Context: an optimization exercise on an open-source flow, tuned for small area, a short achievable clock period and few clock cycles per item. The choices shown serve that exercise and are no tape-out recipe. Only simulation tests tie the RTL to the original design; equivalence was not proved. Power figures rest on the tool's default switching activity, not on a simulated workload.

==> design/flow/design.v <==
module data_mem_ctrl #(
   parameter int ADDR_WIDTH = 6
) (
   input  logic        clk,
   input  logic        reset_n,
   input  logic        req_valid,
   output logic        req_ready,
   input  logic        req_we,
   input  logic [2:0]  req_funct3,
   input  logic [31:0] req_addr,
   input  logic [31:0] req_wdata,
   output logic        rsp_valid,
   input  logic        rsp_ready,
   output logic [31:0] rsp_rdata,
   output logic        rsp_err
);
   localparam int DEPTH = 1 << ADDR_WIDTH;
   logic [31:0] mem [DEPTH];
   logic                  req_fire;
   logic                  f3_legal;
   logic                  misaligned;
   logic                  out_of_range;
   logic                  acc_err;
   logic [ADDR_WIDTH-1:0] word_idx;
   logic [31:0]           wr_data;
   logic [3:0]            wr_be;
   logic                  mem_we;
   assign req_fire = req_valid && req_ready;
   assign word_idx = req_addr[ADDR_WIDTH+1:2];
   always_comb begin
      out_of_range = |req_addr[31:ADDR_WIDTH+2];
      if (req_we) begin
         f3_legal = (req_funct3 == 3'b000) || (req_funct3 == 3'b001) ||
                    (req_funct3 == 3'b010);
      end else begin
         f3_legal = (req_funct3 == 3'b000) || (req_funct3 == 3'b001) ||
                    (req_funct3 == 3'b010) || (req_funct3 == 3'b100) ||
                    (req_funct3 == 3'b101);
      end
      case (req_funct3[1:0])
         2'b01:   misaligned = req_addr[0];
         2'b10:   misaligned = |req_addr[1:0];
         default: misaligned = 1'b0;
      endcase
      acc_err = !f3_legal || misaligned || out_of_range;
   end
   always_comb begin
      case (req_funct3[1:0])
         2'b00: begin
            wr_data = {4{req_wdata[7:0]}};
            wr_be   = 4'b0001 << req_addr[1:0];
         end
         2'b01: begin
            wr_data = {2{req_wdata[15:0]}};
            wr_be   = req_addr[1] ? 4'b1100 : 4'b0011;
         end
         default: begin
            wr_data = req_wdata;
            wr_be   = 4'b1111;
         end
      endcase
      mem_we = req_we && !acc_err;
   end
   logic [3:0]       s1_lane;
   logic [31:0]      s1_wdata;
   logic [DEPTH-1:0] s1_sel;
   logic [7:0] mem_d [DEPTH][4];
   for (genvar w = 0; w < DEPTH; w++) begin : g_word
      for (genvar i = 0; i < 4; i++) begin : g_lane
         logic we, we_n;
         assign we   = s1_sel[w] && s1_lane[i];
         assign we_n = !we;
         for (genvar b = 0; b < 8; b++) begin : g_bit
            dmem_bit_next u_next (
               .we   (we),
               .we_n (we_n),
               .wd   (s1_wdata[8*i+b]),
               .q    (mem[w][8*i+b]),
               .d    (mem_d[w][i][b])
            );
         end
      end
   end
   always_ff @(posedge clk) begin
      for (int w = 0; w < DEPTH; w++) begin
         for (int i = 0; i < 4; i++) begin
            mem[w][8*i +: 8] <= mem_d[w][i];
         end
      end
   end
   logic        s1_v, s2_v, hd_v, sk_v;
   logic        s1_go, s2_go, hd_free;
   logic        s1_v_d, s2_v_d, hd_v_d, sk_v_d;
   logic        rsp_fire;
   logic             s1_ld;        
   logic             s1_err;
   logic [2:0]       s1_f3;
   logic [1:0]       s1_off;
   logic [31:0]      rd_lo, rd_hi;
   always_comb begin
      rd_lo = 32'd0;
      rd_hi = 32'd0;
      for (int w = 0; w < DEPTH/2; w++) begin
         rd_lo = rd_lo | (mem[w] & {32{s1_sel[w]}});
         rd_hi = rd_hi | (mem[w+DEPTH/2] & {32{s1_sel[w+DEPTH/2]}});
      end
   end
   logic        s2_ld;
   logic        s2_err;
   logic [2:0]  s2_f3;
   logic [1:0]  s2_off;
   logic [31:0] s2_lo, s2_hi;
   logic [31:0] s2_word;
   logic [15:0] ld_half;
   logic [31:0] ld_data;
   logic [31:0] s2_rdata;
   always_comb begin
      s2_word = s2_lo | s2_hi;
      ld_half = 16'(s2_word >> {s2_off, 3'b000});
      case (s2_f3)
         3'b000:  ld_data = {{24{ld_half[7]}}, ld_half[7:0]};
         3'b001:  ld_data = {{16{ld_half[15]}}, ld_half};
         3'b010:  ld_data = s2_word;
         3'b100:  ld_data = {24'd0, ld_half[7:0]};
         3'b101:  ld_data = {16'd0, ld_half};
         default: ld_data = 32'd0;
      endcase
      s2_rdata = s2_ld ? ld_data : 32'd0;
   end
   logic [31:0] hd_rdata, sk_rdata;
   logic        hd_err, sk_err;
   assign rsp_fire = hd_v && rsp_ready;
   assign hd_free  = !hd_v || rsp_ready;
   assign s2_go    = s2_v && (hd_free || !sk_v);
   assign s1_go    = s1_v && (!s2_v || s2_go);
   always_comb begin
      s1_v_d = req_fire || (s1_v && !s1_go);
      s2_v_d = s1_go || (s2_v && !s2_go);
      if (hd_free) begin
         hd_v_d = sk_v || s2_v;
         sk_v_d = sk_v && s2_v;
      end else begin
         hd_v_d = 1'b1;
         sk_v_d = sk_v || s2_v;
      end
   end
   always_ff @(posedge clk or negedge reset_n) begin
      if (!reset_n) begin
         s1_v      <= 1'b0;
         s1_lane   <= 4'd0;
         s2_v      <= 1'b0;
         hd_v      <= 1'b0;
         sk_v      <= 1'b0;
         req_ready <= 1'b0;
      end else begin
         s1_v      <= s1_v_d;
         if (req_fire) begin
            s1_lane <= mem_we ? wr_be : 4'd0;
         end else if (s1_go || !s1_v) begin
            s1_lane <= 4'd0;
         end
         s2_v      <= s2_v_d;
         hd_v      <= hd_v_d;
         sk_v      <= sk_v_d;
         req_ready <= !(s1_v_d && s2_v_d && hd_v_d && sk_v_d);
      end
   end
   always_ff @(posedge clk) begin
      if (req_fire) begin
         s1_ld  <= !req_we && !acc_err;
         s1_err <= acc_err;
         s1_f3  <= req_funct3;
         s1_off <= req_addr[1:0];
         s1_wdata <= wr_data;
         for (int w = 0; w < DEPTH; w++) begin
            s1_sel[w] <= (word_idx == ADDR_WIDTH'(w));
         end
      end
      if (s1_go) begin
         s2_ld   <= s1_ld;
         s2_err  <= s1_err;
         s2_f3   <= s1_f3;
         s2_off  <= s1_off;
         s2_lo   <= rd_lo;
         s2_hi   <= rd_hi;
      end
      hd_rdata <= ({32{hd_free &&  sk_v}} & sk_rdata) |
                  ({32{hd_free && !sk_v}} & s2_rdata) |
                  ({32{!hd_free}}         & hd_rdata);
      hd_err   <= (hd_free &&  sk_v && sk_err) ||
                  (hd_free && !sk_v && s2_err) ||
                  (!hd_free && hd_err);
      if (hd_free ? sk_v : !sk_v) begin
         sk_rdata <= s2_rdata;
         sk_err   <= s2_err;
      end
   end
   assign rsp_valid = hd_v;
   assign rsp_rdata = hd_rdata;
   assign rsp_err   = hd_err;
endmodule
module dmem_bit_next (
   input  logic we,
   input  logic we_n,
   input  logic wd,
   input  logic q,
   output logic d
);
   assign d = (we & wd) | (we_n & q);
endmodule
==> design/flow/run.sh <==
#!/bin/bash
# synth_recipe.tcl (not shown) runs the flow's synth.tcl, then flattens the netlist and writes it again
# the make line also repeats each setting of config.mk as NAME=value (left out here)
make -C /OpenROAD-flow-scripts/flow DESIGN_CONFIG=/design/flow/config.mk WORK_HOME=/design/flow/orfs CLKGATE_MAP_FILE= SYNTH_SCRIPT=/design/flow/synth_recipe.tcl finish
==> design/flow/config.mk <==
export PLATFORM = sky130hd
export DESIGN_NAME = data_mem_ctrl
export DESIGN_NICKNAME = data_mem_ctrl
export VERILOG_FILES = /design/flow/design.v
export SDC_FILE = /design/flow/constraint.sdc
export NUM_CORES = 4
export LEC_CHECK = 0
export CAP_MARGIN = 20
export CORE_MARGIN = 2
export CORE_UTILIZATION = 65
export CTS_CLUSTER_DIAMETER = 80
export CTS_CLUSTER_SIZE = 25
export SETUP_SLACK_MARGIN = 2.8
export SLEW_MARGIN = 20
export SYNTH_HIERARCHICAL = 1
export SYNTH_MINIMUM_KEEP_SIZE = 0
==> design/flow/constraint.sdc <==
create_clock -name core_clock -period 5.0 [get_ports {clk}]
set_input_delay 1.0000 -clock core_clock [delete_from_list [all_inputs] [get_ports {clk}]]
set_output_delay 1.0000 -clock core_clock [all_outputs]
set_load 0.01 [all_outputs]
==> results_dict.tcl, run 1 <==
set metrics [dict create \
    critPathBufInv 3 \
    postSynthAreaPerCell_sq_um 11.7 \
    clock_sinks 2297 \
    synth_seq_cells 2297 \
    die_h_um 358 \
    crit_required_ns 5.50 \
    cap_violations 0 \
    hold_viol_final 0 \
    skew_ns 0.0403 \
    worst_r2r_path_depth 6 \
    synth-seq-area-share_pct 59.2 \
    yosys.area_share.simple_pct 5.14 \
    num_rows 129 \
    crit_end "s2_hi[18]" \
    first_pass_iters 6 \
    fmax_mhz 426 \
    crit_family "simple AND/OR/NAND/NOR gates" \
    worstPathCellList "buf_6 > buf_6 > buf_6 > a22oi_2 > nand4_1 > or4_4" \
    nets 7131 \
    grt_first_pass_wirelength_um 427000 \
    p_leak_nw 34.7 \
    clock_latency_ns 0.77 \
    tightest_slew_ns 1.16 \
    ant_nets 0 \
    area_growth_pct 9.53 \
    synthArstFlopShare_pct 0.392 \
    die_width_um 358 \
    die-area_sq_um 128000 \
    wirelength_um 295000 \
    synth_compound_area_share_pct 32.7 \
    startpoint "s1_sel[41]" \
    irDropWorstVdd_mv 0.376 \
    regArea_sq_um 48200 \
    grt_max_degree 72 \
    cts_root_buf "clkbuf_16" \
    synth_fa_ha_area_share_pct 0.117 \
    path_class "register to register" \
    syn-num-nets 7033 \
    routabilityCongestion 0.974 \
    fill_cells 8844 \
    wire_per_inst_um 33.7 \
    viasPerCell 7.74 \
    numCtsBuffers 103 \
    multi_input_area_sq_um 31900 \
    tns_ns 0 \
    layout_common_cells "a22o_1, dfxtp_1, a22oi_1" \
    port_buffers 106 \
    fin_crit_sh_pct 47.0 \
    max_stage_delay_ns 0.60 \
    synthFlopType "dfxtp_1" \
    drc 0 \
    fin_util_pct 71.8 \
    clock_path_buffers 3 \
    synth-edff-count 207 \
    synth_top_family_by_area "compound AO/OA/AOI/OAI gates" \
    yosys_warnings 10 \
    arrival_ns 2.85 \
    rsz0062_at_grt "true" \
    grt_overflow 0 \
    outcome "finished clean" \
    ctsHtreeMaxLevel 3 \
    path_clk_slew_ns 0.10 \
    synth_xor_area_share_pct 0 \
    drt-initial-drc-count 10686 \
    tritoncts "done" \
    path_depth 6 \
    layout_commonest_cell "a22o_1" \
    grt_antenna_before_repair 14 \
    grt_use_total_pct 44.5 \
    dp_hpwl_um 188000 \
    end_kind "register" \
    worstReg2RegStart "s1_sel[41]" \
    critPathLaunchType "register" \
    synth_cells 6955 \
    synth_mux_area_share_pct 0.139 \
    drive_gt1_share_pct 8.55 \
    synth_area_sq_um 81300 \
    crit_path_top_delay_cell "or4_4" \
    slew_violations 0 \
    path_common_cell "buf_6" \
    coreArea_sq_um 124000 \
    ios 107 \
    vias 67630 \
    p_per_area_nw_per_um2 372 \
    r2r_setup_slack_ns 2.65 \
    initial_core_util_pct 65.6 \
    setup_viol 0 \
    critPathMaxFanout 3 \
    hold_class "register to register" \
    synth.distinct_cells 40 \
    maxSlewHeadroom_pct 22.7 \
    grt_pass1_vias 62734 \
    r2r_end "s2_hi[18]" \
    finalCriticalPeriod_ns 2.35 \
]
layout make-up:
type | count | area share, %
Inverter | 263 | 1.14
Clock buffer | 141 | 3.13
Timing Repair Buffer | 314 | 3.47
Clock inverter | 7 | 0.0689
Multi-Input combinational cell | 4074 | 35.8
Sequential cell | 2297 | 54.1
Antenna cell | 5 | 0.0141
Tap cell | 1637 | 2.30
sequential cells by signal, indices dropped and copies added, names as in the netlist, 2 cells and up:
name and cells:
sk_rdata 32, s1_wdata 32, s2_lo 32, mem 2048, hd_rdata 32, s2_f3 3, s2_hi 32, s1_sel 64
s1_off 2, s2_off 2, s1_f3 3, s1_lane 4
worst min path at each step:
stage               depth (start not counted)  slack (ns)     endpoint   startpoint
CTS                                         1        0.48   mem[7][26]   mem[7][26]
global route                                1        0.49  mem[47][11]  mem[47][11]
floorplan                                   0        0.40       s2_err       s1_err
detailed placement                          1        0.45  mem[53][31]  mem[53][31]
finish                                      1        0.48   mem[6][24]   mem[6][24]
global placement                            1        0.45  mem[22][26]  mem[22][26]
power breakdown:
group | internal (mW) | switching, mW
logic | 0.944 | 2.90
clock network | 3.92 | 5.79
registers | 19.2 | 0.379
Yosys cell counts, types with 7 or more instances:
cell,instances,share of area [%]
a211oi_1,8,0.074
a21oi_1,7,0.043
a221oi_1,8,0.086
a22o_1,2061,22
a22oi_1,1064,9.8
buf_1,31,0.14
clkbuf_1,285,1.3
dfrtp_1,9,0.28
dfxtp_1,2081,51
edfxtp_1,207,7.6
inv_1,263,1.2
mux2_2,8,0.11
nand2_1,293,1.4
nand3_1,7,0.043
nand4_1,258,2.0
nor2_1,163,0.75
nor2b_1,13,0.10
nor3_1,19,0.12
o21a_1,7,0.065
o21ai_0,36,0.22
o21ai_1,10,0.062
o22ai_1,7,0.054
or2_2,7,0.054
or4_1,64,0.59
routing by layer:
metal	share of wire, %	vias to the layer above	global-route usage, %
met3	13	1070	11.1
met5	0.039	-	0
li1	-	28110	-
met1	37	33157	60.0
met2	42	5273	64.9
met4	7.0	20	26.4
Yosys stat by module, one instance, submodules excluded:
module | cell area, sq um | cells
data_mem_ctrl | 63300 | 4907
dmem_bit_next | 8.76 | 1
cells by family after synthesis:
| logic type | Yosys count |
|---|---|
| buf+inv | 584 |
| mux | 9 |
| flops | 2297 |
| simple gates | 842 |
| fa+ha+maj | 8 |
| compound gates | 3215 |
per-stage QoR:
stage / total power [mW] / cell area [sq um] / instances / hold slack [ns] / setup slack (ns)
2_1_floorplan: 21.4 / 81400 / 6955 / 0.400 / 1.89
3_3_place_gp: 23.2 / 84200 / 8497 / 0.452 / 1.77
3_5_place_dp: 23.3 / 84200 / 8497 / 0.453 / 1.78
4_1_cts: 32.8 / 88400 / 8722 / 0.479 / 2.64
5_1_grt: 33.8 / 89000 / 8733 / 0.488 / 2.64
6_report: 33.1 / 89000 / 8738 / 0.477 / 2.65
repair_timing:
item	in CTS	in global routing
buffers inserted	77	11
setup endpoints to repair	907	248
hold buffers	0	0
pin swaps	13	43
gates resized for setup	337	123
Testbench counts, summed over its fixed seeds: cycles 12,024, items 12,000.
==> run 2: changes to the inputs <==
--- a/design/flow/config.mk
+++ b/design/flow/config.mk
@@ -7,10 +7,10 @@
 export LEC_CHECK = 0
 export CAP_MARGIN = 20
 export CORE_MARGIN = 2
-export CORE_UTILIZATION = 65
+export CORE_UTILIZATION = 70
 export CTS_CLUSTER_DIAMETER = 80
 export CTS_CLUSTER_SIZE = 25
-export SETUP_SLACK_MARGIN = 2.8
+export SETUP_SLACK_MARGIN = 3.0
 export SLEW_MARGIN = 20
 export SYNTH_HIERARCHICAL = 1
 export SYNTH_MINIMUM_KEEP_SIZE = 0
==> run 2 against run 1 <==
First-iteration DRC count up 14%. Combinational power up 29%. Highest routed layer unchanged. Maximum frequency down 1.8%. Sequential share of layout area down 2.4 points. Non-clock buffer count up 150. Synthesized cell count unchanged.
==> results_dict.tcl, run 2 <==
set metrics [dict create \
    outcome "finished clean" \
    syn-num-nets 7033 \
    tritoncts "done" \
    ios 107 \
    hold_buffers 0 \
    coreArea_sq_um 116000 \
    stdcell_area_sq_um 93100 \
    grt_overflow 0 \
    synthArstFlopShare_pct 0.392 \
    dp_cells 8380 \
    synth.distinct_cells 40 \
    die-area_sq_um 119000 \
    routabilityCongestion 0.984 \
    irDropWorstVdd_mv 0.330 \
    die_width_um 345 \
    grt_pass1_vias 64731 \
    ctsHtreeMaxLevel 3 \
    clock_latency_ns 0.75 \
    tns_ns 0 \
    postSynthAreaPerCell_sq_um 11.7 \
    critPathLaunchType "register" \
    area_growth_pct 14.5 \
    switchingPower_mw 9.58 \
    skew_ns 0.0272 \
    tightest_slew_ns 1.16 \
    slew_violations 0 \
    synth_area_leaders "dfxtp_1, a22o_1, a22oi_1" \
    wire_per_inst_um 35.6 \
    maxSlewHeadroom_pct 23.0 \
    rsz0062_at_grt "true" \
    hold_class "register to register" \
    synthFlopType "dfxtp_1" \
    vias 70400 \
    dp_hpwl_um 183000 \
    yosysTopAreaCell "dfxtp_1" \
    p_leak_nw 36.1 \
    grt_first_pass_wirelength_um 435000 \
    grt_max_degree 68 \
    final-instance-count-excl-fill 8786 \
    wirelength_um 313000 \
    crit_required_ns 5.47 \
    synth-seq-area-share_pct 59.2 \
    path_clk_slew_ns 0.09 \
    switching_share_pct 27.9 \
    fin_total_pwr_mw 34.3 \
    viasPerCell 8.01 \
    clock_power_share_pct 28.5 \
    grt_antenna_before_repair 17 \
    yosys_warnings 10 \
    ant_nets 0 \
    regArea_sq_um 48200 \
    fin_crit_sh_pct 47.9 \
    cap_violations 0 \
    dpl_cell_area_sq_um 84100 \
    layout_commonest_cell "a22o_1" \
    nets 7281 \
    internal_power_mw 24.7 \
    hold_viol_final 0 \
    numCtsBuffers 102 \
    initial_core_util_pct 70.2 \
    synth.most_common_cell "dfxtp_1" \
    clock_path_buffers 3 \
    port_buffers 106 \
    drc 0 \
    synth_commonest_cells "dfxtp_1, a22o_1, a22oi_1" \
    clock_sinks 2297 \
    pwr-share-seq_pct 57.0 \
    fmax_mhz 418 \
    arrival_ns 2.87 \
    setup_viol 0 \
    path_class "register to register" \
    synth_area_sq_um 81300 \
    first_pass_iters 9 \
    layout_common_cells "a22o_1, dfxtp_1, a22oi_1" \
    multi_input_area_sq_um 33400 \
    p_per_area_nw_per_um2 368 \
    cts_root_buf "clkbuf_16" \
    largest-register "mem" \
    power_frac_comb_pct 14.5 \
    critPathMaxFanout 7 \
    top_regs "mem: 2048 flops, s1_sel: 64 flops" \
    drt-initial-drc-count 12210 \
    synth-edff-count 207 \
    synth_top_area_share_pct 51.3 \
    synth_seq_cells 2297 \
    fill_cells 6906 \
    largest_reg_flops 2048 \
    end_kind "register" \
    grt_use_total_pct 49.0 \
    die_h_um 345 \
    num_rows 125 \
    finalCriticalPeriod_ns 2.39 \
    drive_gt1_share_pct 14.4 \
    synth_cells 6955 \
]
run 2: cell counts after synthesis:
No cell type changed its count.
run 2: worst max-delay path, cell delays in order, from the launching register on:
cell and delay (ns):
edfxtp_1 0.50, buf_6 0.18, buf_12 0.15, buf_4 0.14, a22oi_2 0.16, nand4_1 0.34
or4_4 0.66
run 2: cell families (layout without fill, tap and decap cells):
family	after synthesis	after routing	synth area share [%]
compound gates	3215	3215	32.7
fa+ha+maj	8	8	0.117
buf+inv	584	877	2.71
flops	2297	2297	59.2
mux	9	9	0.139
other cells	0	13	0
simple gates	842	843	5.14
run 2: layer usage:
| layer | vias to the layer above | global-route usage [%] | part of all wire, % |
|---|---|---|---|
| met5 | - | 0 | 0.030 |
| met4 | 14 | 33.9 | 9.5 |
| met3 | 1672 | 14.4 | 16 |
| met2 | 6388 | 69.9 | 41 |
| met1 | 33873 | 64.1 | 34 |
| li1 | 28453 | - | - |
run 2: metrics by stage:
| step | hold slack (ns) | setup WS [ns] | utilization (%) |
|---|---|---|---|
| after floorplan | 0.400 | 1.89 | - |
| after global placement | 0.452 | 1.26 | 72.7 |
| after detailed placement | 0.453 | 1.15 | 72.7 |
| after CTS | 0.481 | 2.66 | 79.0 |
| after global routing | 0.487 | 2.65 | 80.4 |
| final | 0.477 | 2.61 | 80.4 |
run 2: per-module statistics from Yosys (local to each module, per instance):
module,cell area (sq um),times used,cells inside
dmem_bit_next,8.76,2048,1
data_mem_ctrl,63300,1,4907
run 2: cell type report:
cell class	count	share of cell area, %
multi-input cells	4075	35.9
inverters	263	1.11
repair buffers	464	6.12
clock buffers	146	3.00
diodes	13	0.0350
flip-flops and latches	2297	51.7
well taps	1524	2.05
clock inverters	4	0.0901
run 2: final timing paths:
check / start / end / slack (ns) / cells after the start
hold / removal: mem[46][4] / mem[46][4] / 0.48 / 1
max in group asynchronous: reset_n / s1_lane[1] / 3.65 / 1
hold reg to reg: mem[46][4] / mem[46][4] / 0.48 / 1
setup / recovery: s1_sel[58] / s2_hi[19] / 2.61 / 6
min in group asynchronous: reset_n / req_ready / 0.72 / 1
setup reg to reg: s1_sel[58] / s2_hi[19] / 2.61 / 6
run 2: power by group through the flow:
| stage | clock [mW] | combinational (mW) | sequential [mW] |
|---|---|---|---|
| 4_1_cts | 9.66 | 4.23 | 19.5 |
| 6_report | 9.77 | 4.97 | 19.6 |
| 5_1_grt | 10.3 | 4.89 | 19.6 |
| 3_3_place_gp | 0 | 3.16 | 20.0 |
| 2_1_floorplan | 0 | 1.27 | 20.2 |
| 3_5_place_dp | 0 | 3.19 | 20.0 |
run 2: what timing repair did:
| action | CTS | global route |
|---|---|---|
| pin swaps | 191 | 140 |
| setup endpoints to repair | 1408 | 534 |
| buffers inserted | 147 | 65 |
| resized for setup | 791 | 212 |
| gates cloned | 18 | 13 |
| endpoints found under the hold margin | 0 | 0 |
==> run 3: changes to the inputs <==
--- a/design/flow/design.v
+++ b/design/flow/design.v
@@ -96,15 +96,23 @@
    logic             s1_err;
    logic [2:0]       s1_f3;
    logic [1:0]       s1_off;
+   localparam int EIGHTH = DEPTH / 8;
+   logic [31:0]      rd_part [8];
+   logic [31:0]      rd_pair_n [4];
    logic [31:0]      rd_lo, rd_hi;
    always_comb begin
-      rd_lo = 32'd0;
-      rd_hi = 32'd0;
-      for (int w = 0; w < DEPTH/2; w++) begin
-         rd_lo = rd_lo | (mem[w] & {32{s1_sel[w]}});
-         rd_hi = rd_hi | (mem[w+DEPTH/2] & {32{s1_sel[w+DEPTH/2]}});
-      end
-   end
+      for (int k = 0; k < 8; k++) begin
+         rd_part[k] = 32'd0;
+         for (int w = 0; w < EIGHTH; w++) begin
+            rd_part[k] = rd_part[k] | (mem[k*EIGHTH+w] & {32{s1_sel[k*EIGHTH+w]}});
+         end
+      end
+   end
+   for (genvar k = 0; k < 4; k++) begin : g_pair
+      dmem_nor2 u_nor (.a(rd_part[2*k]), .b(rd_part[2*k+1]), .y(rd_pair_n[k]));
+   end
+   dmem_nand2 u_lo (.a(rd_pair_n[0]), .b(rd_pair_n[1]), .y(rd_lo));
+   dmem_nand2 u_hi (.a(rd_pair_n[2]), .b(rd_pair_n[3]), .y(rd_hi));
    logic        s2_ld;
    logic        s2_err;
    logic [2:0]  s2_f3;
@@ -208,3 +216,17 @@
 );
    assign d = (we & wd) | (we_n & q);
 endmodule
+module dmem_nor2 (
+   input  logic [31:0] a,
+   input  logic [31:0] b,
+   output logic [31:0] y
+);
+   assign y = ~(a | b);
+endmodule
+module dmem_nand2 (
+   input  logic [31:0] a,
+   input  logic [31:0] b,
+   output logic [31:0] y
+);
+   assign y = ~(a & b);
+endmodule
--- a/design/flow/config.mk
+++ b/design/flow/config.mk
@@ -7,10 +7,10 @@
 export LEC_CHECK = 0
 export CAP_MARGIN = 20
 export CORE_MARGIN = 2
-export CORE_UTILIZATION = 70
+export CORE_UTILIZATION = 55
 export CTS_CLUSTER_DIAMETER = 80
 export CTS_CLUSTER_SIZE = 25
-export SETUP_SLACK_MARGIN = 3.0
+export SETUP_SLACK_MARGIN = 2.8
 export SLEW_MARGIN = 20
 export SYNTH_HIERARCHICAL = 1
 export SYNTH_MINIMUM_KEEP_SIZE = 0
==> run 3 against run 2 <==
Still clean on timing, DRC and antenna. Largest power group unchanged. Clock skew increased by 0.011 ns. First-iteration DRC count decreased by 32%. Worst hold slack got worse by 0.018 ns. Count of clock-buffer cells in the layout shrank 9. Die area rose by 28%. Sequential power about the same.
==> results_dict.tcl, run 3 <==
set metrics [dict create \
    outcome "finished clean" \
    synth.distinct_cells 48 \
    yosys_warnings 13 \
    initial_core_util_pct 55.3 \
    layout_commonest_cell "a22o_1" \
    rsz0062_at_grt "true" \
    arrival_ns 1.35 \
    drc 0 \
    critPathMaxFanout 2 \
    die_width_um 389 \
    drt-initial-drc-count 8346 \
    numCtsBuffers 110 \
    ios 107 \
    coreArea_sq_um 148000 \
    maxSlewHeadroom_pct 24.9 \
    viasPerCell 7.05 \
    wire_per_inst_um 30.3 \
    cap_violations 0 \
    ctsHtreeMaxLevel 3 \
    fin_util_pct 61.0 \
    fin_crit_sh_pct 47.0 \
    grt_antenna_before_repair 11 \
    finalCriticalPeriod_ns 2.35 \
    synth_cells 7087 \
    port_buffers 106 \
    p_per_area_nw_per_um2 381 \
    synth_top_area_share_pct 51.0 \
    crit_required_ns 4.00 \
    fin_total_pwr_mw 34.3 \
    critPathLaunchType "register" \
    ant_nets 0 \
    tritoncts "done" \
    crit_path_top_delay_cell "dfrtp_1" \
    yosysTopAreaCell "dfxtp_1" \
    grt_pass1_vias 60188 \
    crit_family "flip-flops" \
    slew_violations 0 \
    clock_latency_ns 0.78 \
    grt_use_met3_pct 6.71 \
    syn-num-nets 7165 \
    end_kind "output pin" \
    critPathBufInv 1 \
    clock_sinks 2297 \
    synth.most_common_cell "dfxtp_1" \
    vias 65175 \
    synth-edff-count 207 \
    first_pass_iters 6 \
    setup_viol 0 \
    synthFlopType "dfxtp_1" \
    fmax_mhz 425 \
    grt_use_total_pct 35.5 \
    path_class "register to output pin" \
    clock_path_buffers 3 \
    cts_root_buf "clkbuf_16" \
    synth-seq-area-share_pct 58.9 \
    grt_first_pass_wirelength_um 409000 \
    p_leak_nw 35.4 \
    grt_busiest_layer "met1" \
    grt_overflow 0 \
    grtUsageMet2_pct 50.2 \
    wirelength_um 280000 \
    skew_ns 0.0377 \
    fill_cells 12122 \
    die_h_um 389 \
    layout_common_cells "a22o_1, dfxtp_1, a22oi_1" \
    hold_viol_final 0 \
    synth_commonest_cells "dfxtp_1, a22o_1, a22oi_1" \
    hold_buffers 0 \
    irDropWorstVdd_mv 0.301 \
    tightest_slew_ns 1.13 \
    area_growth_pct 10.3 \
    num_rows 141 \
    top_regs "mem: 2048 flops, s1_sel: 64 flops" \
    routabilityCongestion 0.922 \
    synthArstFlopShare_pct 0.392 \
    dp_hpwl_um 179000 \
    synth_area_sq_um 81700 \
    path_clk_slew_ns 0.10 \
    drive_gt1_share_pct 7.90 \
    hold_class "register to register" \
    tns_ns 0 \
    largest_reg_flops 2048 \
    largest-register "mem" \
    synth_seq_cells 2297 \
    max_stage_delay_ns 0.42 \
    nets 7319 \
    worstPathCellList "buf_2" \
    use_met1_pct 53.9 \
    postSynthAreaPerCell_sq_um 11.5 \
    synth_area_leaders "dfxtp_1, a22o_1, a22oi_1" \
    die-area_sq_um 152000 \
    grt_max_degree 65 \
]
==> run 3: cell count changes after synthesis, moves of 4 or more <==
cell      change
a21oi_1      +12
nand2_1      +72
or4_1        -64
a22o_1        -4
o211ai_1     +14
nor3_1        +4
o21ai_2       +4
o21ai_0      +11
nor2_1       +82
and2_1        +6
a21oi_2      +10
o21a_1        -6
o21ai_1      -10
==> run 3: report_power, final <==
group	internal, mW	leakage [nW]	total, mW	switching (mW)
Clock	4.34	1.61	10.5	6.15
Combinational	1.05	14.8	3.89	2.84
Sequential	19.2	19.0	19.9	0.673
==> run 3: layout make-up <==
cell class	count	area (sq um)	area share [%]
repair buffers	362	3480	3.86
clock buffers	137	2920	3.24
diodes	4	10.0	0.0111
clock inverters	42	385	0.428
inverters	266	1000	1.11
repair inverters	1	7.51	0.00833
flip-flops and latches	2297	48200	53.5
well taps	1930	2410	2.68
multi-input cells	4203	31700	35.1
==> run 3: final timing paths <==
| path | start | to | slack (ns) | cells past startpoint |
|---|---|---|---|---|
| max in group asynchronous | reset_n | s1_lane[0] | 4.07 | 1 |
| worst max register to register | s1_sel[34] | s2_hi[21] | 2.72 | 6 |
| min in group asynchronous | reset_n | s1_v | 0.55 | 1 |
| worst max-delay path | hd_v | rsp_valid | 2.65 | 1 |
| worst min register to register | s1_ld | s2_ld | 0.46 | 0 |
| worst min-delay path | s1_ld | s2_ld | 0.46 | 0 |
==> run 3: per-stage QoR <==
| stage | instance area (sq um) | setup WS (ns) | cells | hold WS (ns) |
|---|---|---|---|---|
| CTS | 89800 | 2.61 | 9218 | 0.473 |
| global placement | 85200 | 1.57 | 8944 | 0.450 |
| finish | 90100 | 2.65 | 9242 | 0.459 |
| detailed placement | 85300 | 1.53 | 8948 | 0.453 |
| global route | 90100 | 2.61 | 9238 | 0.454 |
| floorplan | 82000 | 1.80 | 7087 | 0.400 |
==> run 3: what timing repair did <==
item,4_1_cts,5_1_grt
gates resized for setup,263,27
cloned,3,0
pin swaps,3,12
setup endpoints to repair,1290,418
setup buffers,88,20
==> run 3: cells by family (layout without fill, tap and decap cells) <==
kind of cell / after synthesis / count (layout) / synth area share (%)
compound gates: 3246 / 3246 / 32.8
fa+ha+maj: 8 / 8 / 0.116
mux: 8 / 8 / 0.110
buf+inv: 588 / 808 / 2.75
simple gates: 940 / 941 / 5.31
flops: 2297 / 2297 / 58.9
other cells: 0 / 4 / 0
==> run 3: per-layer routing <==
metal,vias up,wire [um]
met5,-,22
met4,4,10100
met3,428,29500
met2,3516,116000
met1,32651,124000
li1,28576,-
==> run 3: per-module statistics from Yosys, one instance, submodules excluded <==
| module | flops+latches | cells inside |
|---|---|---|
| dmem_nor2 | 0 | 32 |
| dmem_bit_next | 0 | 1 |
| data_mem_ctrl | 2297 | 4847 |
| dmem_nand2 | 0 | 32 |
==> run 3: worst reg2reg max path: cells and delay by family (launching register included) <==
kind,cells,cell delay [ns]
compound gates,1,0.32
simple gates,3,0.83
buf+inv,2,0.39
flops,1,0.43
Testbench counts of run 3, summed over its fixed seeds: cycles 12,024, items 12,000.
==> run 4: changes to the inputs <==
--- a/design/flow/config.mk
+++ b/design/flow/config.mk
@@ -7,7 +7,7 @@
 export LEC_CHECK = 0
 export CAP_MARGIN = 20
 export CORE_MARGIN = 2
-export CORE_UTILIZATION = 55
+export CORE_UTILIZATION = 65
 export CTS_CLUSTER_DIAMETER = 80
 export CTS_CLUSTER_SIZE = 25
 export SETUP_SLACK_MARGIN = 2.8
==> run 4 against run 3 <==
Count of clock-buffer cells in the layout fell by 7. Largest power group unchanged. Maximum frequency about the same. Clock skew is 0.014 ns lower. Synthesized cell count is the same. Core utilization increased by 10 points. Still clean on timing, DRC and antenna. Global-route usage increased by 4.2 points.
==> results_dict.tcl, run 4 <==
set metrics [dict create \
    outcome "finished clean" \
    hold_slack_ns 0.454 \
    die-area_sq_um 129000 \
    crit_path_top_delay_cell "dfxtp_4" \
    tritoncts "done" \
    postSynthAreaPerCell_sq_um 11.5 \
    initial_core_util_pct 65.2 \
    largest_reg_flops 2048 \
    p_per_area_nw_per_um2 377 \
    hold_class "register to register" \
    tns_ns 0 \
    top_regs "mem: 2048 flops, s1_sel: 64 flops" \
    fill_cells 9050 \
    num_rows 130 \
    area_growth_pct 9.35 \
    fin_crit_sh_pct 47.0 \
    synth_area_sq_um 81700 \
    layout_commonest_cell "a22o_1" \
    end_kind "output pin" \
    largest-register "mem" \
    grt_antenna_before_repair 15 \
    clock_latency_ns 0.76 \
    path_class "register to output pin" \
    dp_cells 8654 \
    synth_commonest_cells "dfxtp_1, a22o_1, a22oi_1" \
    synth_top_area_share_pct 51.0 \
    port_buffers 106 \
    synth_seq_cells 2297 \
    first_pass_iters 9 \
    drive_gt1_share_pct 7.63 \
    worstPathCellList "buf_6" \
    final-instance-count-excl-fill 8927 \
    max_stage_delay_ns 0.45 \
    crit_required_ns 4.00 \
    cap_violations 0 \
    maxSlewHeadroom_pct 19.6 \
    critPathMaxFanout 2 \
    ios 107 \
    yosys_warnings 13 \
    die_h_um 359 \
    path_clk_slew_ns 0.10 \
    fin_util_pct 71.3 \
    synthArstFlopShare_pct 0.392 \
    grt_pass1_vias 60483 \
    layout_common_cells "a22o_1, dfxtp_1, a22oi_1" \
    wirelength_um 268000 \
    hold_buffers 0 \
    synth.distinct_cells 48 \
    clock_sinks 2297 \
    viasPerCell 7.36 \
    grt_max_degree 72 \
    crit_family "flip-flops" \
    critPathBufInv 1 \
    tightest_slew_ns 1.21 \
    pre_cts_slack_ns 1.58 \
    grt_use_total_pct 39.7 \
    finalCriticalPeriod_ns 2.35 \
    nets 7308 \
    numCtsBuffers 106 \
    critPathLaunchType "register" \
    irDropWorstVdd_mv 0.308 \
    p_leak_nw 35.2 \
    slew_violations 0 \
    coreArea_sq_um 125000 \
    drc 0 \
    yosysTopAreaCell "dfxtp_1" \
    dp_hpwl_um 168000 \
    synth-edff-count 207 \
    grt_first_pass_wirelength_um 387000 \
    hold_viol_final 0 \
    synth_cells 7087 \
    routabilityCongestion 0.963 \
    vias 65715 \
    synthFlopType "dfxtp_1" \
    arrival_ns 1.35 \
    layout_setup_ws_ns 2.65 \
    skew_ns 0.0233 \
    grt_overflow 0 \
    fmax_mhz 426 \
    clock_path_buffers 3 \
    die_width_um 359 \
    synth_area_leaders "dfxtp_1, a22o_1, a22oi_1" \
    syn-num-nets 7165 \
    cts_root_buf "clkbuf_16" \
    synth-seq-area-share_pct 58.9 \
    ctsHtreeMaxLevel 3 \
    rsz0062_at_grt "true" \
    synth.most_common_cell "dfxtp_1" \
    wire_per_inst_um 30.0 \
    ant_nets 0 \
    drt-initial-drc-count 9341 \
    setup_viol 0 \
]
==> run 4: Yosys stat by module (local to each module, per instance) <==
| module | flip-flops and latches | copies in the design |
|---|---|---|
| dmem_bit_next | 0 | 2048 |
| dmem_nor2 | 0 | 4 |
| dmem_nand2 | 0 | 2 |
| data_mem_ctrl | 2297 | 1 |
==> run 4: area by class of cell <==
type | instances | area (sq um) | share of cell area [%]
repair buffers | 355 | 3290 | 3.69
multi-input cells | 4203 | 31700 | 35.5
flip-flops and latches | 2297 | 48200 | 53.9
clock buffers | 130 | 2860 | 3.20
inverters | 266 | 1000 | 1.12
well taps | 1650 | 2060 | 2.31
repair inverters | 1 | 5.00 | 0.00560
diodes | 7 | 17.5 | 0.0196
clock inverters | 18 | 224 | 0.251
==> run 4: final timing paths <==
kind | endpoint | slack [ns] | cells past startpoint | start
setup / recovery | rsp_rdata[16] | 2.65 | 1 | hd_rdata[16]
hold / removal | s2_ld | 0.45 | 0 | s1_ld
setup reg to reg | s2_hi[22] | 2.69 | 6 | s1_sel[34]
hold reg to reg | s2_ld | 0.45 | 0 | s1_ld
max in group asynchronous | s1_lane[1] | 4.07 | 1 | reset_n
min in group asynchronous | sk_v | 0.56 | 1 | reset_n
==> run 4: per-layer routing <==
metal / track usage (%) / wire length, um / vias up
li1: - / - / 28518
met1: 57.2 / 108000 / 32252
met2: 56.4 / 111000 / 4209
met3: 9.81 / 35300 / 726
met4: 18.1 / 13600 / 10
met5: 0 / 76 / -
==> run 4: through the flow <==
| stage | total power [mW] | cell area, sq um |
|---|---|---|
| after global routing | 34.4 | 89300 |
| after CTS | 33.4 | 89000 |
| final | 33.7 | 89300 |
| after detailed placement | 23.4 | 84800 |
| after floorplan | 21.5 | 82000 |
| after global placement | 23.4 | 84800 |
==> run 4: cells by family (layout without fill, tap and decap cells) <==
| group | after synthesis | in the layout | synth area share, % |
|---|---|---|---|
| AO/OA/AOI/OAI | 3246 | 3246 | 32.8 |
| AND/OR/NAND/NOR | 940 | 941 | 5.31 |
| flip-flops | 2297 | 2297 | 58.9 |
| other | 0 | 7 | 0 |
| buffers and inverters | 588 | 770 | 2.75 |
| adder cells (fa/ha/maj) | 8 | 8 | 0.116 |
| multiplexers | 8 | 8 | 0.110 |
==> run 4: timing repair <==
item	4_1_cts	5_1_grt
pin swaps	2	3
setup buffers	97	18
endpoints found under the setup margin	1303	619
gates cloned	1	1
gates resized for setup	282	26
==> run 4: power breakdown <==
part | switching (mW) | internal [mW] | leakage (nW) | total [mW]
sequential | 0.540 | 19.2 | 18.9 | 19.8
combinational | 2.82 | 1.06 | 14.8 | 3.88
clock | 5.82 | 4.20 | 1.49 | 10.0
total | 9.18 | 24.5 | 35.2 | 33.7
==> run 5: changes to the inputs <==
--- a/design/flow/design.v
+++ b/design/flow/design.v
@@ -62,19 +62,24 @@
       mem_we = req_we && !acc_err;
    end
    logic [3:0]       s1_lane;
-   logic [31:0]      s1_wdata;
+   logic [31:0]      s1_gdata;
    logic [DEPTH-1:0] s1_sel;
+   logic [31:0]      lane_mask;
+   always_comb begin
+      for (int i = 0; i < 4; i++) begin
+         lane_mask[8*i +: 8] = {8{wr_be[i]}};
+      end
+   end
    logic [7:0] mem_d [DEPTH][4];
    for (genvar w = 0; w < DEPTH; w++) begin : g_word
       for (genvar i = 0; i < 4; i++) begin : g_lane
-         logic we, we_n;
-         assign we   = s1_sel[w] && s1_lane[i];
-         assign we_n = !we;
+         logic hold;
+         assign hold = !(s1_sel[w] && s1_lane[i]);
          for (genvar b = 0; b < 8; b++) begin : g_bit
             dmem_bit_next u_next (
-               .we   (we),
-               .we_n (we_n),
-               .wd   (s1_wdata[8*i+b]),
+               .sel  (s1_sel[w]),
+               .hold (hold),
+               .gd   (s1_gdata[8*i+b]),
                .q    (mem[w][8*i+b]),
                .d    (mem_d[w][i][b])
             );
@@ -100,6 +105,7 @@
    logic [31:0]      rd_part [8];
    logic [31:0]      rd_pair_n [4];
    logic [31:0]      rd_lo, rd_hi;
+   logic [31:0]      rd_word_n;
    always_comb begin
       for (int k = 0; k < 8; k++) begin
          rd_part[k] = 32'd0;
@@ -113,17 +119,18 @@
    end
    dmem_nand2 u_lo (.a(rd_pair_n[0]), .b(rd_pair_n[1]), .y(rd_lo));
    dmem_nand2 u_hi (.a(rd_pair_n[2]), .b(rd_pair_n[3]), .y(rd_hi));
+   dmem_nor2  u_wd (.a(rd_lo), .b(rd_hi), .y(rd_word_n));
    logic        s2_ld;
    logic        s2_err;
    logic [2:0]  s2_f3;
    logic [1:0]  s2_off;
-   logic [31:0] s2_lo, s2_hi;
+   logic [31:0] s2_word_n;
    logic [31:0] s2_word;
    logic [15:0] ld_half;
    logic [31:0] ld_data;
    logic [31:0] s2_rdata;
    always_comb begin
-      s2_word = s2_lo | s2_hi;
+      s2_word = ~s2_word_n;
       ld_half = 16'(s2_word >> {s2_off, 3'b000});
       case (s2_f3)
          3'b000:  ld_data = {{24{ld_half[7]}}, ld_half[7:0]};
@@ -156,6 +163,7 @@
       if (!reset_n) begin
          s1_v      <= 1'b0;
          s1_lane   <= 4'd0;
+         s1_gdata  <= 32'd0;
          s2_v      <= 1'b0;
          hd_v      <= 1'b0;
          sk_v      <= 1'b0;
@@ -163,9 +171,11 @@
       end else begin
          s1_v      <= s1_v_d;
          if (req_fire) begin
-            s1_lane <= mem_we ? wr_be : 4'd0;
+            s1_lane  <= mem_we ? wr_be : 4'd0;
+            s1_gdata <= mem_we ? (wr_data & lane_mask) : 32'd0;
          end else if (s1_go || !s1_v) begin
-            s1_lane <= 4'd0;
+            s1_lane  <= 4'd0;
+            s1_gdata <= 32'd0;
          end
          s2_v      <= s2_v_d;
          hd_v      <= hd_v_d;
@@ -179,7 +189,6 @@
          s1_err <= acc_err;
          s1_f3  <= req_funct3;
          s1_off <= req_addr[1:0];
-         s1_wdata <= wr_data;
          for (int w = 0; w < DEPTH; w++) begin
             s1_sel[w] <= (word_idx == ADDR_WIDTH'(w));
          end
@@ -189,8 +198,7 @@
          s2_err  <= s1_err;
          s2_f3   <= s1_f3;
          s2_off  <= s1_off;
-         s2_lo   <= rd_lo;
-         s2_hi   <= rd_hi;
+         s2_word_n <= rd_word_n;
       end
       hd_rdata <= ({32{hd_free &&  sk_v}} & sk_rdata) |
                   ({32{hd_free && !sk_v}} & s2_rdata) |
@@ -208,13 +216,13 @@
    assign rsp_err   = hd_err;
 endmodule
 module dmem_bit_next (
-   input  logic we,
-   input  logic we_n,
-   input  logic wd,
+   input  logic sel,
+   input  logic hold,
+   input  logic gd,
    input  logic q,
    output logic d
 );
-   assign d = (we & wd) | (we_n & q);
+   assign d = (sel & gd) | (hold & q);
 endmodule
 module dmem_nor2 (
    input  logic [31:0] a,
--- a/design/flow/config.mk
+++ b/design/flow/config.mk
@@ -7,7 +7,7 @@
 export LEC_CHECK = 0
 export CAP_MARGIN = 20
 export CORE_MARGIN = 2
-export CORE_UTILIZATION = 65
+export CORE_UTILIZATION = 55
 export CTS_CLUSTER_DIAMETER = 80
 export CTS_CLUSTER_SIZE = 25
 export SETUP_SLACK_MARGIN = 2.8
==> run 5 against run 4 <==
Clock skew grew 0.016 ns. Critical endpoint is now req_ready. Area after synthesis down 1.9%. Critical path depth is the same. Worst setup slack improved by 0.041 ns. Highest routed layer unchanged. Non-clock buffer count up 29. Clock power grew 11%. Count of clock-buffer cells in the layout rose by 9. Sequential power fell by 5%. Via count shrank 4.4%. Wire length fell by 4.2%. Still clean on timing, DRC and antenna. Register-to-register slack improved by 0.04 ns. Synthesized cell count is 3.8% lower.
==> results_dict.tcl, run 5 <==
set metrics [dict create \
    pwr-share-seq_pct 57.7 \
    p_per_area_nw_per_um2 366 \
    path_class "register to output pin" \
    crit_path_top_delay_cell "dfrtp_1" \
    area_growth_pct 11.2 \
    switching_share_pct 25.2 \
    layout_common_cells "a22o_1, dfxtp_1, a22oi_1" \
    port_buffers 106 \
    hold_class "input port to async pin" \
    syn-num-nets 6899 \
    fmax_mhz 433 \
    grt_busiest_layer "met2" \
    yosysTopAreaCell "dfxtp_1" \
    grt_use_total_pct 33.0 \
    tritoncts "done" \
    largest_reg_flops 2048 \
    max_stage_delay_ns 0.40 \
    critPathLaunchType "register" \
    crit_required_ns 4.00 \
    synth_top_area_share_pct 52.0 \
    clock_sinks 2265 \
    wire_per_inst_um 28.6 \
    fin_crit_sh_pct 46.2 \
    ios 107 \
    postSynthAreaPerCell_sq_um 11.7 \
    synthArstFlopShare_pct 1.81 \
    routabilityCongestion 0.892 \
    grt_antenna_before_repair 9 \
    grt_pass1_vias 57131 \
    die_width_um 386 \
    yosys_warnings 13 \
    fill_cells 11772 \
    synth_area_leaders "dfxtp_1, a22o_1, a22oi_1" \
    r2r_end "s2_word_n[10]" \
    cap_violations 0 \
    internal_power_mw 24.4 \
    initial_core_util_pct 55.2 \
    startpoint "req_ready" \
    die_h_um 386 \
    synth_area_sq_um 80100 \
    skew_ns 0.0395 \
    hold_buffers 0 \
    use_met1_pct 48.5 \
    synth-seq-area-share_pct 58.6 \
    crit_family "flip-flops" \
    critPathMaxFanout 2 \
    slew_violations 0 \
    outcome "finished clean" \
    clock_latency_ns 0.78 \
    grt_first_pass_wirelength_um 377000 \
    drc 0 \
    layout_commonest_cell "a22o_1" \
    nets 7065 \
    rsz0062_at_grt "true" \
    largest-register "mem" \
    drive_gt1_share_pct 9.94 \
    grt_overflow 0 \
    fin_util_pct 61.3 \
    viasPerCell 6.99 \
    dp_hpwl_um 158000 \
    finalCriticalPeriod_ns 2.31 \
    path_clk_slew_ns 0.11 \
    clock_power_share_pct 34.1 \
    tns_ns 0 \
    synth.distinct_cells 49 \
    worstReg2RegStart "s1_sel[9]" \
    switchingPower_mw 8.23 \
    arrival_ns 1.31 \
    end_kind "output pin" \
    synth_cells 6821 \
    grtUsageMet2_pct 50.2 \
    vias 62826 \
    r2r_setup_slack_ns 2.73 \
    setup_viol 0 \
    power_frac_comb_pct 8.2 \
    critPathBufInv 1 \
    maxSlewHeadroom_pct 26.5 \
    clock_path_buffers 3 \
    synth-edff-count 143 \
    wirelength_um 257000 \
    grt_max_degree 69 \
    synth.most_common_cell "dfxtp_1" \
    worst_r2r_path_depth 6 \
    synth_commonest_cells "dfxtp_1, a22o_1, a22oi_1" \
    irDropWorstVdd_mv 0.367 \
    coreArea_sq_um 145000 \
    numCtsBuffers 112 \
    ctsHtreeMaxLevel 3 \
    p_leak_nw 32.7 \
    die-area_sq_um 149000 \
    cts_root_buf "clkbuf_16" \
    synthFlopType "dfxtp_1" \
    ant_nets 0 \
    worstPathCellList "buf_2" \
    first_pass_iters 6 \
    top_regs "mem: 2048 flops, s1_sel: 64 flops" \
    synth_seq_cells 2265 \
    drt-initial-drc-count 6779 \
    num_rows 140 \
    tightest_slew_ns 1.10 \
    hold_viol_final 0 \
    grt_use_met3_pct 3.99 \
]
## run 5: cell types whose count changed in the layout (fill, tap and decap cells not counted), moves of 20 or more
| cell | before | now |
|---|---|---|
| o21ai_0 | 31 | 2 |
| nor2_1 | 214 | 190 |
| buf_6 | 43 | 69 |
| edfxtp_1 | 207 | 143 |
| a32o_1 | 0 | 24 |
| nor3_1 | 20 | 0 |
| inv_1 | 263 | 5 |
## run 5: worst max-delay path by stage
stage,slack [ns],to,cells past startpoint
floorplan,2.30,s1_gdata[16],5
global placement,1.29,s1_gdata[31],7
detailed placement,1.22,s1_gdata[26],7
CTS,2.65,req_ready,1
global route,2.63,req_ready,1
finish,2.69,req_ready,1
## run 5: Yosys stat by module (local to each module, per instance)
module         cells inside  area, sq um  copies in the design
dmem_bit_next             1         8.76                  2048
data_mem_ctrl          4549        61300                     1
dmem_nand2               32          120                     2
dmem_nor2                32          120                     5
## run 5: what timing repair did
action                                  CTS  global route
pin swaps                                 4            15
endpoints found under the setup margin  592           219
gates resized for setup                 294            48
buffers inserted                        118             9
## run 5: power by group through the flow
stage                     combinational (mW)  sequential [mW]  clock [mW]
after floorplan                         1.04             19.5           0
after global placement                  2.13             19.4           0
after detailed placement                2.15             19.4           0
after CTS                               2.62             18.8        11.3
after global routing                    2.84             18.9        11.9
final                                   2.69             18.8        11.1
## run 5: through the flow
step	std cells	hold WS, ns	cell area [sq um]	total power, mW	setup WS (ns)
final	8985	0.363	89100	32.6	2.69
after global routing	8981	0.399	89100	33.6	2.63
after CTS	8970	0.351	88800	32.7	2.65
after detailed placement	8663	0.406	83700	21.5	1.22
after global placement	8663	0.406	83700	21.5	1.29
after floorplan	6821	0.400	80400	20.5	2.30
## run 5: area by class of cell
class	count	area (sq um)	area share, %
repair buffers	384	3510	3.94
well taps	1917	2400	2.69
inverters	9	61.3	0.0688
multi-input cells	4215	32300	36.2
clock inverters	50	644	0.723
flip-flops and latches	2265	47100	52.9
clock buffers	139	3070	3.45
diodes	6	15.0	0.0169
## run 5: kinds of logic after synthesis
| group | after synthesis | synth area share [%] |
|---|---|---|
| buffers and inverters | 341 | 1.67 |
| adders and majority gates | 7 | 0.106 |
| and+or+nand+nor | 943 | 5.48 |
| AOI/OAI and AO/OA | 3249 | 33.8 |
| DFF | 2265 | 58.6 |
| muxes | 16 | 0.337 |
## run 5: metal layers
metal	wire length (um)	up-vias
li1	-	28022
met3	18300	365
met2	114000	2647
met4	9560	2
met5	13	-
met1	115000	31790
Testbench counts of run 5, summed over its fixed seeds: cycles 12,024, items 12,000.
==> run 6: changes to the inputs <==
--- a/design/flow/config.mk
+++ b/design/flow/config.mk
@@ -7,7 +7,7 @@
 export LEC_CHECK = 0
 export CAP_MARGIN = 20
 export CORE_MARGIN = 2
-export CORE_UTILIZATION = 55
+export CORE_UTILIZATION = 65
 export CTS_CLUSTER_DIAMETER = 80
 export CTS_CLUSTER_SIZE = 25
 export SETUP_SLACK_MARGIN = 2.8
==> run 6 against run 5 <==
Via count rose by 0.97%. Count of clock-buffer cells in the layout fell by 13. Synthesized cell count did not move. Still clean. Critical path type is now register to register. First-iteration DRC count rose by 20%. Global-route usage rose by 3.3 points. Register-to-register slack improved by 0.02 ns. Final area fell by 1.3%. Wire length fell by 7.3%. Die area fell by 15%. Maximum frequency rose by 2.7%.
==> results_dict.tcl, run 6 <==
set metrics [dict create \
    p_per_area_nw_per_um2 354 \
    grt_overflow 0 \
    die-area_sq_um 126000 \
    critPathLaunchType "register" \
    grt_max_degree 74 \
    crit_path_top_delay_cell "edfxtp_1" \
    synth_commonest_cells "dfxtp_1, a22o_1, a22oi_1" \
    cap_violations 0 \
    critPathMaxFanout 34 \
    layout_commonest_cell "a22o_1" \
    tns_ns 0 \
    grt_first_pass_wirelength_um 361000 \
    hold_class "input port to async pin" \
    ctsHtreeMaxLevel 3 \
    yosysTopAreaCell "dfxtp_1" \
    synth_mux_area_share_pct 0.337 \
    hold_buffers 0 \
    area_growth_pct 9.71 \
    largest_reg_flops 2048 \
    fin_crit_sh_pct 44.9 \
    skew_ns 0.0250 \
    crit_required_ns 5.54 \
    viasPerCell 7.34 \
    synth_xor_area_share_pct 0 \
    grt_pass1_vias 58793 \
    drc 0 \
    synth.distinct_cells 49 \
    synth_area_sq_um 80100 \
    startpoint "s1_sel[8]" \
    dp_hpwl_um 150000 \
    coreArea_sq_um 122000 \
    synth_seq_cells 2265 \
    maxSlewHeadroom_pct 30.2 \
    setup_viol 0 \
    synth_top_area_share_pct 52.0 \
    irDropWorstVdd_mv 0.353 \
    clock_latency_ns 0.74 \
    synth_compound_area_share_pct 33.8 \
    vias 63436 \
    wire_per_inst_um 27.5 \
    path_clk_slew_ns 0.10 \
    rsz0062_at_grt "true" \
    synth.most_common_cell "dfxtp_1" \
    routabilityCongestion 0.884 \
    fmax_mhz 445 \
    tightest_slew_ns 1.05 \
    largest-register "mem" \
    nets 7056 \
    port_buffers 106 \
    yosys.area_share.simple_pct 5.48 \
    synth_cells 6821 \
    grt_antenna_before_repair 3 \
    synth-seq-area-share_pct 58.6 \
    first_pass_iters 6 \
    p_leak_nw 32.3 \
    max_stage_delay_ns 0.50 \
    num_rows 128 \
    synth_area_leaders "dfxtp_1, a22o_1, a22oi_1" \
    yosys_warnings 13 \
    top_regs "mem: 2048 flops, s1_sel: 64 flops" \
    wirelength_um 238000 \
    finalCriticalPeriod_ns 2.25 \
    ant_nets 0 \
    numCtsBuffers 101 \
    hold_viol_final 0 \
    synth-edff-count 143 \
    slew_violations 0 \
    end_kind "register" \
    grt_use_total_pct 36.3 \
    outcome "finished clean" \
    synth_fa_ha_area_share_pct 0.106 \
    synth_top_family_by_area "compound AO/OA/AOI/OAI gates" \
    syn-num-nets 6899 \
    arrival_ns 2.79 \
    synthArstFlopShare_pct 1.81 \
    postSynthAreaPerCell_sq_um 11.7 \
    tritoncts "done" \
    cts_root_buf "clkbuf_16" \
    worstReg2RegStart "s1_sel[8]" \
    worstPathCellList "buf_4 > a22oi_1 > nand4_1 > nor2_1 > nand2_1 > nor2_4" \
    hold_slack_ns 0.397 \
    drt-initial-drc-count 8141 \
    synthFlopType "dfxtp_1" \
    die_h_um 355 \
    initial_core_util_pct 65.6 \
    clock_sinks 2265 \
    die_width_um 355 \
    fin_total_pwr_mw 31.1 \
    clock_path_buffers 3 \
    drive_gt1_share_pct 8.71 \
    layout_common_cells "a22o_1, dfxtp_1, a22oi_1" \
    ios 107 \
    path_class "register to register" \
]
run 6: cell counts after synthesis:
Identical to the previous run, type by type.
run 6: through the flow:
| stage | std cells | setup WS [ns] | util [%] | area, sq um |
|---|---|---|---|---|
| global route | 8638 | 2.70 | 72.0 | 87900 |
| global placement | 8343 | 0.935 | 68.2 | 83200 |
| finish | 8641 | 2.75 | 72.0 | 87900 |
| CTS | 8605 | 2.72 | 71.6 | 87400 |
| floorplan | 6821 | 2.30 | - | 80400 |
| detailed placement | 8343 | 0.907 | 68.2 | 83200 |
run 6: timing repair:
item | in CTS | in global routing
setup buffers | 124 | 31
cloned | 1 | 1
setup endpoints to repair | 498 | 190
pin swaps | 5 | 3
gates resized for setup | 270 | 48
run 6: cells by family (layout without fill, tap and decap cells):
logic type | after synthesis | after routing
compound gates | 3249 | 3249
flops | 2265 | 2265
simple gates | 943 | 944
buf+inv | 341 | 531
mux | 16 | 16
fa+ha+maj | 7 | 7
other cells | 0 | 4
run 6: cell type report:
cell class              count  area (sq um)
flip-flops and latches   2265         47100
fillers                  8749         34200
multi-input cells        4216         32200
repair buffers            385          3670
clock buffers             126          2700
well taps                1625          2030
clock inverters            11           150
inverters                   9          61.3
diodes                      4          10.0
run 6: worst max-delay path: cells and delay by family (launching register included):
| family | cells | cell delay, ns |
|---|---|---|
| flip-flops | 1 | 0.50 |
| AO/OA/AOI/OAI | 1 | 0.29 |
| buffers and inverters | 1 | 0.31 |
| AND/OR/NAND/NOR | 4 | 0.92 |
run 6: final timing paths:
check,end,cells past startpoint,slack [ns]
max,s2_word_n[2],6,2.75
min,hd_v,1,0.40
max reg2reg,s2_word_n[2],6,2.75
min reg2reg,s2_off[1],0,0.42
max in group asynchronous,s1_lane[1],1,3.91
min in group core_clock,s2_off[1],0,0.42
run 6: power by group:
| part | switching (mW) | total (mW) | leakage [nW] | internal (mW) |
|---|---|---|---|---|
| clock | 5.58 | 9.54 | 1.39 | 3.96 |
| combinational | 1.88 | 2.74 | 12.3 | 0.858 |
| sequential | 0.241 | 18.9 | 18.6 | 18.6 |
run 6: modules after synthesis, one instance, submodules excluded:
module / area, sq um / copies in the design
data_mem_ctrl: 61300 / 1
dmem_bit_next: 8.76 / 2048
dmem_nand2: 120 / 2
dmem_nor2: 120 / 5
run 6: routing by layer:
layer | part of all wire [%] | vias up | global-route usage [%] | wire length (um)
li1 | - | 27941 | - | -
met1 | 42 | 31805 | 52.0 | 100000
met2 | 44 | 3185 | 54.5 | 104000
met3 | 9.8 | 505 | 6.59 | 23400
met4 | 4.3 | 0 | 14.4 | 10200
met5 | 0 | - | 0 | 0
==> run 7: changes to the inputs <==
--- a/design/flow/config.mk
+++ b/design/flow/config.mk
@@ -10,7 +10,7 @@
 export CORE_UTILIZATION = 65
 export CTS_CLUSTER_DIAMETER = 80
 export CTS_CLUSTER_SIZE = 25
-export SETUP_SLACK_MARGIN = 2.8
+export SETUP_SLACK_MARGIN = 2.9
 export SLEW_MARGIN = 20
 export SYNTH_HIERARCHICAL = 1
 export SYNTH_MINIMUM_KEEP_SIZE = 0
==> run 7 against run 6 <==
Critical path depth shrank 5. Still clean. Clock power grew 2%. Sequential power is essentially flat. Via count shrank 0.78%. Worst setup slack lost 0.023 ns. Combinational power shrank 2%. Non-clock buffer count shrank 40. Wire length shrank 0.17%. Final area shrank 0.34%.
==> results_dict.tcl, run 7 <==
set metrics [dict create \
    dp_hpwl_um 146000 \
    regArea_sq_um 47100 \
    ios 107 \
    rsz0062_at_grt "true" \
    critPathMaxFanout 2 \
    wirelength_um 237000 \
    clock_sinks 2265 \
    maxSlewHeadroom_pct 29.9 \
    fill_cells 8769 \
    crit_family "flip-flops" \
    port_buffers 106 \
    syn-num-nets 6899 \
    synthArstFlopShare_pct 1.81 \
    critPathBufInv 1 \
    hold_viol_final 0 \
    end_kind "output pin" \
    top_regs "mem: 2048 flops, s1_sel: 64 flops" \
    grt_antenna_before_repair 7 \
    yosys_warnings 13 \
    drc 0 \
    critPathLaunchType "register" \
    largest_reg_flops 2048 \
    initial_core_util_pct 65.6 \
    die_h_um 355 \
    worstReg2RegStart "s1_sel[10]" \
    grt_use_total_pct 36.1 \
    synth_commonest_cells "dfxtp_1, a22o_1, a22oi_1" \
    ctsHtreeMaxLevel 3 \
    routabilityCongestion 0.892 \
    startpoint "req_ready" \
    tightest_slew_ns 1.05 \
    vias 62942 \
    grt_first_pass_wirelength_um 358000 \
    clock_latency_ns 0.76 \
    synth-seq-area-share_pct 58.6 \
    synth_seq_cells 2265 \
    synth.most_common_cell "dfxtp_1" \
    tritoncts "done" \
    coreArea_sq_um 122000 \
    fmax_mhz 440 \
    yosysTopAreaCell "dfxtp_1" \
    synth.distinct_cells 49 \
    hold_class "input port to async pin" \
    area_growth_pct 9.33 \
    synth_top_area_share_pct 52.0 \
    clock_path_buffers 3 \
    crit_required_ns 4.00 \
    die-area_sq_um 126000 \
    outcome "finished clean" \
    cap_violations 0 \
    worstPathCellList "buf_2" \
    die_width_um 355 \
    synth_cells 6821 \
    first_pass_iters 11 \
    layout_commonest_cell "a22o_1" \
    skew_ns 0.0266 \
    fin_crit_sh_pct 45.4 \
    viasPerCell 7.31 \
    path_class "register to output pin" \
    num_rows 128 \
    synth_area_sq_um 80100 \
    p_leak_nw 32.1 \
    max_stage_delay_ns 0.39 \
    synth_area_leaders "dfxtp_1, a22o_1, a22oi_1" \
    grt_overflow 0 \
    finalCriticalPeriod_ns 2.27 \
    numCtsBuffers 103 \
    nets 7019 \
    irDropWorstVdd_mv 0.485 \
    setup_viol 0 \
    drive_gt1_share_pct 8.68 \
    synthFlopType "dfxtp_1" \
    multi_input_area_sq_um 32200 \
    grt_max_degree 69 \
    crit_path_top_delay_cell "dfrtp_1" \
    grt_pass1_vias 59054 \
    tns_ns 0 \
    ant_nets 0 \
    fin_util_pct 71.8 \
    cts_root_buf "clkbuf_16" \
    p_per_area_nw_per_um2 357 \
    wire_per_inst_um 27.6 \
    layout_common_cells "a22o_1, dfxtp_1, a22oi_1" \
    arrival_ns 1.27 \
    largest-register "mem" \
    postSynthAreaPerCell_sq_um 11.7 \
    drt-initial-drc-count 7880 \
    synth-edff-count 143 \
    path_clk_slew_ns 0.09 \
    slew_violations 0 \
]
==> run 7: cell types whose count changed in the layout (fill, tap and decap cells not counted), moves of 8 or more <==
cell     previous run  this run
nor2_4             15         4
nand2_2            10        21
nor2_2             16        35
nor2_1            216       208
buf_12             27        17
buf_4             217       179
nand2_1           365       354
==> run 7: cell type report <==
cell class | count | share of cell area [%]
Antenna cell | 3 | 0.00857
Timing Repair Buffer | 345 | 3.74
Multi-Input combinational cell | 4217 | 36.7
Clock buffer | 133 | 3.19
Tap cell | 1625 | 2.32
Inverter | 9 | 0.0700
Clock inverter | 16 | 0.184
Sequential cell | 2265 | 53.7
==> run 7: what timing repair did <==
action / 4_1_cts / 5_1_grt
pin swaps: 6 / 22
hold buffers: 0 / 0
gates cloned: 1 / 1
buffers inserted: 79 / 21
resized for setup: 265 / 72
endpoints found under the setup margin: 739 / 262
==> run 7: worst paths after layout <==
path,end,slack (ns),depth (start not counted)
max,req_ready,2.73,1
min,req_ready,0.38,1
max reg2reg,s2_word_n[23],2.88,7
min reg2reg,s2_f3[0],0.43,0
max in group asynchronous,s1_lane[1],3.94,1
min in group core_clock,s2_f3[0],0.43,0
==> run 7: cell families (layout without fill, tap and decap cells) <==
group                      Yosys count  after routing  share of synthesized area (%)
AOI/OAI and AO/OA                 3249           3250                           33.8
DFF                               2265           2265                           58.6
and+or+nand+nor                    943            944                           5.48
buffers and inverters              341            503                           1.67
muxes                               16             16                          0.337
adders and majority gates            7              7                          0.106
other                                0              3                              0
==> run 7: Yosys stat by module (local to each module, per instance) <==
module	cell area, sq um	flops+latches	copies in the design
dmem_nor2	120	0	5
dmem_nand2	120	0	2
dmem_bit_next	8.76	0	2048
data_mem_ctrl	61300	2265	1
==> run 7: power by group <==
| part | internal, mW | total [mW] | switching [mW] | leakage (nW) |
|---|---|---|---|---|
| logic | 0.789 | 2.69 | 1.90 | 12.1 |
| clock network | 4.03 | 9.72 | 5.69 | 1.42 |
| registers | 18.6 | 18.8 | 0.227 | 18.6 |
| total | 23.4 | 31.2 | 7.82 | 32.1 |
==> run 7: per-stage QoR <==
stage	setup slack, ns	cells	instance area, sq um	hold WS (ns)	power (mW)
after floorplan	2.30	6821	80400	0.400	20.5
after global placement	1.24	8359	83300	0.408	21.5
after detailed placement	1.17	8359	83300	0.415	21.5
after CTS	2.69	8588	87200	0.377	31.2
after global routing	2.67	8610	87600	0.433	32.1
final	2.73	8613	87600	0.377	31.2
==> run 7: per-layer routing <==
| layer | routed length, um | vias up | global-route usage [%] | share of wire (%) |
|---|---|---|---|---|
| met2 | 105000 | 3081 | 55.1 | 44 |
| met5 | 70 | - | 0 | 0.029 |
| met4 | 10000 | 12 | 13.9 | 4.2 |
| met3 | 22800 | 451 | 6.43 | 9.6 |
| li1 | - | 27884 | - | - |
| met1 | 99100 | 31514 | 51.2 | 42 |

port drivers added, routing unchanged:
In the flow no input, the clock included, has a driving cell. The finished layouts below were timed again as built, in two steps.
Step 1: set_driving_cell puts a clkbuf_16 on clk and a buf_2 on each other input, an assumption about the parent block.
Step 2, shift: input delay + t, output delay - t, t = (earliest + latest rising clock arrival at the registers) / 2. This alone moves slack from input paths to output paths.
a / b / c = ideal ports / drivers / drivers and shift; a / b = the first two.
run	shift t [ns]	slack for setup (ns)	worst hold slack (ns)	worst data-port slew with drivers (ns)	pins driven straight from the clock port
run 1	0.831	2.650 / 2.594 / 2.090	0.477 / 0.477 / 0.477	0.25	1
run 2	0.823	2.607 / 2.579 / 1.941	0.477 / 0.477 / 0.477	0.33	1
run 3	0.847	2.650 / 2.565 / 2.074	0.459 / 0.431 / 0.459	0.12	1
run 4	0.839	2.651 / 2.562 / 2.088	0.454 / 0.441 / 0.454	0.24	1
run 5	0.841	2.692 / 2.609 / 1.975	0.363 / 0.303 / 0.433	0.16	1
run 6	0.812	2.753 / 2.675 / 2.069	0.397 / 0.339 / 0.423	0.16	1
run 7	0.835	2.729 / 2.640 / 2.188	0.377 / 0.313 / 0.434	0.22	1
After both steps setup and hold are still met in every run listed. The setup slack of run 5, which loses most, moves by -0.083 ns with the drivers and by -0.717 ns with both steps.
